What follows belongs to an exercise in optimizing a design on an open flow for small area and a short achievable clock period; a production flow would make more cautious choices. Function was checked by simulation only, so behaviour that the tests miss may differ from the original. Power and IR drop assume default switching activity.

== trial 69 ==
==> flow/design.v <==
package wavegen_pkg;
    typedef enum logic [2:0] {
        NOP    = 3'd0,   
        LINE   = 3'd1,   
        INCR   = 3'd2,
        DECR   = 3'd3,
        JUMP   = 3'd4,   
        X_RECT = 3'd5,   
        Y_RECT = 3'd6    
    } opcode_e;
    typedef struct packed {
        opcode_e                op;
        logic [8-1:0] a;
        logic [8-1:0] b;
    } instr_t;
    typedef enum logic [2:0] {
        FETCH,
        P0,
        P1,
        P2,
        P3
    } phase_e;
    typedef enum logic [1:0] {
        HOLD,
        UP,
        DOWN
    } step_e;
endpackage
module program_regs
(
    input  logic                    clk,
    input  logic                    reset,
    input  logic                    wb_cyc,
    input  logic                    wb_stb,
    input  logic                    wb_we,
    input  logic [5-1:0] wb_adr,
    input  logic [32-1:0] wb_dat_w,
    output logic [32-1:0] wb_dat_r,
    output logic                    wb_ack,
    output logic                    run,
    output logic [18:0]             x_instr,
    input  logic [8-1:0] x_sel,
    output logic [18:0]             y_instr,
    input  logic [8-1:0] y_sel
);
    localparam int INSTR_W = 3 + 2 * 8;   
    localparam int DEPTH   = 8;
    logic [INSTR_W-1:0] x_mem [0:DEPTH-1];
    logic [INSTR_W-1:0] y_mem [0:DEPTH-1];
    logic               accept;
    logic               wr;
    logic               ctrl_hit;
    logic [DEPTH-1:0]   idx_hit;     
    logic [DEPTH-1:0]   x_hit, y_hit;
    logic [INSTR_W-1:0] wdata;
    logic [INSTR_W-1:0] rd_data;
    assign accept   = wb_cyc && wb_stb && !wb_ack;
    assign wr       = accept && wb_we;
    assign ctrl_hit = (wb_adr == 5'd0);
    always_comb begin
        for (int i = 0; i < DEPTH; i++) begin
            idx_hit[i] = (wb_adr[3-1:0] == i);
            x_hit[i]   = idx_hit[i] && wb_adr[4] && !wb_adr[3];
            y_hit[i]   = idx_hit[i] && wb_adr[4] &&  wb_adr[3];
        end
    end
    assign wdata = reset ? '0 : wb_dat_w[INSTR_W-1:0];
    always_ff @(posedge clk) begin
        for (int i = 0; i < DEPTH; i++) begin
            if (reset || (wr && x_hit[i])) begin
                x_mem[i] <= wdata;
            end
            if (reset || (wr && y_hit[i])) begin
                y_mem[i] <= wdata;
            end
        end
    end
    always_ff @(posedge clk) begin
        if (reset) begin
            run <= 1'b0;
        end else if (wr && ctrl_hit) begin
            run <= wb_dat_w[0];
        end
    end
    always_ff @(posedge clk) begin
        if (reset) begin
            wb_ack <= 1'b0;
        end else begin
            wb_ack <= accept;
        end
    end
    always_comb begin
        rd_data = '0;
        for (int i = 0; i < DEPTH; i++) begin
            rd_data = rd_data | ({INSTR_W{x_hit[i]}} & x_mem[i])
                              | ({INSTR_W{y_hit[i]}} & y_mem[i]);
        end
        rd_data[0] = rd_data[0] | (ctrl_hit & run);
    end
    always_ff @(posedge clk) begin
        wb_dat_r[INSTR_W-1:0] <= rd_data;
    end
    assign wb_dat_r[32-1:INSTR_W] = '0;
    always_comb begin
        x_instr = '0;
        y_instr = '0;
        for (int i = 0; i < DEPTH; i++) begin
            x_instr = x_instr | ({INSTR_W{x_sel[i]}} & x_mem[i]);
            y_instr = y_instr | ({INSTR_W{y_sel[i]}} & y_mem[i]);
        end
    end
endmodule
module wave_sequencer
(
    input  logic                   clk,
    input  logic                   reset,
    input  logic                   run,
    input  logic [18:0]            instr,        
    output logic [8-1:0] fetch_sel,  
    output logic [8-1:0] level
);
    logic                   fetch;
    logic [8-1:0] sel;
    logic                   ramp;
    logic                   up, dn;
    logic                   isrect, isy;
    logic [1:0]             ph;
    logic [7:0]             cnt;
    logic [7:0]             ra, rb;
    logic [2:0] op;
    logic [7:0] ia, ib;
    assign op = instr[18:16];
    assign ia = instr[15:8];
    assign ib = instr[7:0];
    assign fetch_sel = sel;
    logic [7:0] lvl_inc, lvl_dec;
    assign lvl_inc = level + 8'd1;
    assign lvl_dec = level - 8'd1;
    logic f;
    assign f = fetch || (ramp && level == rb);
    logic       n_fetch;
    logic       n_ramp;
    logic       n_up, n_dn;
    logic [1:0] n_ph;
    logic [7:0] n_cnt;
    logic [7:0] n_level;
    logic       ia_z, ia_le1, ib_z;
    assign ia_z    = (ia == 8'd0);
    assign ia_le1  = (ia[7:1] == 7'd0);
    assign ib_z    = (ib == 8'd0);
    logic       last;
    logic [7:0] len;
    logic [7:0] cnt_inc;
    logic [1:0] nph;
    logic [7:0] nlen;
    logic       nlen_z;
    assign len     = ph[0] ? rb : ra;
    assign cnt_inc = cnt + 8'd1;
    assign last    = (cnt_inc == len) || (len == 8'd0);
    assign nph     = ph + 2'd1;
    assign nlen   = nph[0] ? rb : ra;
    assign nlen_z = (nlen == 8'd0);
    always_comb begin
        n_fetch = 1'b0;
        n_ramp  = 1'b0;
        n_up    = up;
        n_dn    = dn;
        n_ph    = ph;
        n_cnt   = cnt_inc;
        n_level = level;
        if (f) begin
            n_up  = 1'b0;
            n_dn  = 1'b0;
            n_ph  = 2'd0;
            n_cnt = {7'd0, !ia_le1};
            case (op)
                3'd4: begin                          
                    n_level = ia;
                    n_fetch = 1'b1;
                end
                3'd1: begin                          
                    n_level = ia;
                    n_ramp  = 1'b1;
                end
                3'd2: begin                          
                    if (!ia_z) n_level = lvl_inc;
                    n_fetch = ia_le1;
                    n_up    = 1'b1;
                end
                3'd3: begin                          
                    if (!ia_z) n_level = lvl_dec;
                    n_fetch = ia_le1;
                    n_dn    = 1'b1;
                end
                3'd5: begin                          
                    if (!ia_z) n_level = lvl_inc;
                    if (ia_le1) begin
                        n_ph  = 2'd1;                
                    end else begin
                        n_up  = 1'b1;
                    end
                end
                3'd6: begin                          
                    if (ia_le1) begin
                        n_ph  = 2'd1;                
                        n_up  = !ib_z;
                    end
                end
                default: n_fetch = 1'b1;             
            endcase
        end else if (ramp) begin
            n_ramp  = 1'b1;
            n_level = (rb > level) ? lvl_inc : lvl_dec;
        end else begin
            if (up) n_level = lvl_inc;
            if (dn) n_level = lvl_dec;
            if (last) begin
                if (!isrect || ph == 2'd3) begin
                    n_fetch = 1'b1;
                end else begin
                    n_ph  = nph;
                    n_cnt = '0;
                    n_up  = !nlen_z && isy && (nph == 2'd1);
                    n_dn  = !nlen_z && (isy ? (nph == 2'd3) : (nph == 2'd2));
                end
            end
        end
    end
    always_ff @(posedge clk) begin
        if (reset || !run) begin
            fetch <= 1'b1;
            sel   <= {{(8-1){1'b0}}, 1'b1};
            level <= '0;
        end else begin
            fetch <= n_fetch;
            level <= n_level;
            if (f) sel <= {sel[8-2:0], sel[8-1]};
        end
    end
    always_ff @(posedge clk) begin
        ramp <= n_ramp;
        up   <= n_up;
        dn   <= n_dn;
        ph   <= n_ph;
        cnt  <= n_cnt;
        if (f) begin
            ra     <= ia;
            rb     <= ib;
            isrect <= (op == 3'd5) || (op == 3'd6);
            isy    <= (op == 3'd6);
        end
    end
endmodule
module wavegen_top (
    input  logic                    clk,
    input  logic                    reset,
    input  logic                    wb_cyc,
    input  logic                    wb_stb,
    input  logic                    wb_we,
    input  logic [5-1:0] wb_adr,
    input  logic [32-1:0] wb_dat_w,
    output logic [32-1:0] wb_dat_r,
    output logic                    wb_ack,
    output logic [8-1:0]  dac_x,
    output logic [8-1:0]  dac_y
);
    logic                      run;
    logic [18:0]               x_instr, y_instr;
    logic [8-1:0] x_sel, y_sel;
    program_regs prog_regs (
        .clk         (clk),
        .reset       (reset),
        .wb_cyc      (wb_cyc),
        .wb_stb      (wb_stb),
        .wb_we       (wb_we),
        .wb_adr      (wb_adr),
        .wb_dat_w    (wb_dat_w),
        .wb_dat_r    (wb_dat_r),
        .wb_ack      (wb_ack),
        .run         (run),
        .x_instr     (x_instr),
        .x_sel       (x_sel),
        .y_instr     (y_instr),
        .y_sel       (y_sel)
    );
    wave_sequencer x_seq (
        .clk       (clk),
        .reset     (reset),
        .run       (run),
        .instr     (x_instr),
        .fetch_sel (x_sel),
        .level     (dac_x)
    );
    wave_sequencer y_seq (
        .clk       (clk),
        .reset     (reset),
        .run       (run),
        .instr     (y_instr),
        .fetch_sel (y_sel),
        .level     (dac_y)
    );
endmodule
Settings: LEC_CHECK=0, CAP_MARGIN=20, CORE_MARGIN=2, CORE_UTILIZATION=55, CTS_CLUSTER_DIAMETER=250, CTS_CLUSTER_SIZE=25, SETUP_SLACK_MARGIN=4.6, SLEW_MARGIN=20, TNS_END_PERCENT=0; clock period 7.0 ns.
run.sh (not shown) runs the stock make flow with config.mk's settings and CLKGATE_MAP_FILE= SYNTH_SCRIPT=/design/flow/synth_recipe.tcl, a recipe that flattens the netlist after the stock synthesis.
Looking at the reports, trial 69 completed the entire flow and the layout it produced met the timing, design-rule and antenna checks.
The following lists how trial 35 was set up differently from trial 69:
diff --git a/flow/design.v b/flow/design.v
--- a/flow/design.v
+++ b/flow/design.v
@@ -124,9 +124,9 @@
     logic                   ramp;
     logic                   up, dn;
     logic                   isrect, isy;
     logic [1:0]             ph;
-    logic [7:0]             cnt;
+    logic [7:0]             rem;
     logic [7:0]             ra, rb;
     logic [2:0] op;
     logic [7:0] ia, ib;
     assign op = instr[18:16];
@@ -141,39 +141,37 @@
     logic       n_fetch;
     logic       n_ramp;
     logic       n_up, n_dn;
     logic [1:0] n_ph;
-    logic [7:0] n_cnt;
+    logic [7:0] n_rem;
     logic [7:0] n_level;
     logic       ia_z, ia_le1, ib_z;
+    logic [7:0] ib_max1;
     assign ia_z    = (ia == 8'd0);
     assign ia_le1  = (ia[7:1] == 7'd0);
     assign ib_z    = (ib == 8'd0);
+    assign ib_max1 = {ib[7:1], ib[0] | ib_z};
     logic       last;
-    logic [7:0] len;
-    logic [7:0] cnt_inc;
     logic [1:0] nph;
     logic [7:0] nlen;
     logic       nlen_z;
-    assign len     = ph[0] ? rb : ra;
-    assign cnt_inc = cnt + 8'd1;
-    assign last    = (cnt_inc == len) || (len == 8'd0);
-    assign nph     = ph + 2'd1;
+    assign last   = (rem[7:2] == 6'd0) && (rem[1:0] == ((ph == 2'd0) ? 2'd2 : 2'd1));
+    assign nph    = ph + 2'd1;
     assign nlen   = nph[0] ? rb : ra;
     assign nlen_z = (nlen == 8'd0);
     always_comb begin
         n_fetch = 1'b0;
         n_ramp  = 1'b0;
         n_up    = up;
         n_dn    = dn;
         n_ph    = ph;
-        n_cnt   = cnt_inc;
+        n_rem   = rem - 8'd1;
         n_level = level;
         if (f) begin
             n_up  = 1'b0;
             n_dn  = 1'b0;
             n_ph  = 2'd0;
-            n_cnt = {7'd0, !ia_le1};
+            n_rem = ia;
             case (op)
                 3'd4: begin                          
                     n_level = ia;
                     n_fetch = 1'b1;
@@ -195,15 +193,17 @@
                 3'd5: begin                          
                     if (!ia_z) n_level = lvl_inc;
                     if (ia_le1) begin
                         n_ph  = 2'd1;                
+                        n_rem = ib_max1;
                     end else begin
                         n_up  = 1'b1;
                     end
                 end
                 3'd6: begin                          
                     if (ia_le1) begin
                         n_ph  = 2'd1;                
+                        n_rem = ib_max1;
                         n_up  = !ib_z;
                     end
                 end
                 default: n_fetch = 1'b1;             
@@ -218,9 +218,9 @@
                 if (!isrect || ph == 2'd3) begin
                     n_fetch = 1'b1;
                 end else begin
                     n_ph  = nph;
-                    n_cnt = '0;
+                    n_rem = {nlen[7:1], nlen[0] | nlen_z};
                     n_up  = !nlen_z && isy && (nph == 2'd1);
                     n_dn  = !nlen_z && (isy ? (nph == 2'd3) : (nph == 2'd2));
                 end
             end
@@ -241,9 +241,9 @@
         ramp <= n_ramp;
         up   <= n_up;
         dn   <= n_dn;
         ph   <= n_ph;
-        cnt  <= n_cnt;
+        rem  <= n_rem;
         if (f) begin
             ra     <= ia;
             rb     <= ib;
             isrect <= (op == 3'd5) || (op == 3'd6);
==> comparison <==
From trial 69 to trial 35 the numbers moved as follows: data required time at the worst endpoint now sits lower, switching portion of total power stayed essentially flat, actual slew at the worst max-slew pin shows a reduction of 0.020 ns, largest net degree at the start of global routing +11.
Final period utilization: trial 35 > trial 69
Trial 35 ended with less power share of the combinational group than trial 69.
The via count normalized by instance count of trial 35 falls short of that of trial 69 by 0.089.

-- separate check: timing with driven ports --
In the flow no input, the clock included, has a driving cell. The finished layouts below were timed again as built, in two steps.
Step 1: set_driving_cell puts a clkbuf_16 on clk and a buf_2 on each other input, an assumption about the parent block.
Step 2 times the ports against the registers' clock, not the clock port: input delays grow and output delays shrink by t, the midpoint of the rising clock arrivals with the driver on.
Three values: no drivers, after step 1, after step 2; two values: the first two.
run	t, ns	slack for setup (ns)	hold WS [ns]	cell pins on the clock port's net
trial 69	0.609	4.363 / 4.388 / 3.780	0.427 / 0.427 / 0.427	1
trial 35	0.610	4.344 / 4.290 / 3.773	0.456 / 0.456 / 0.456	1
After both steps every run listed still meets setup and hold. For trial 69, which loses most, drivers alone change the setup slack by +0.025 ns; drivers and shift together by -0.583 ns.
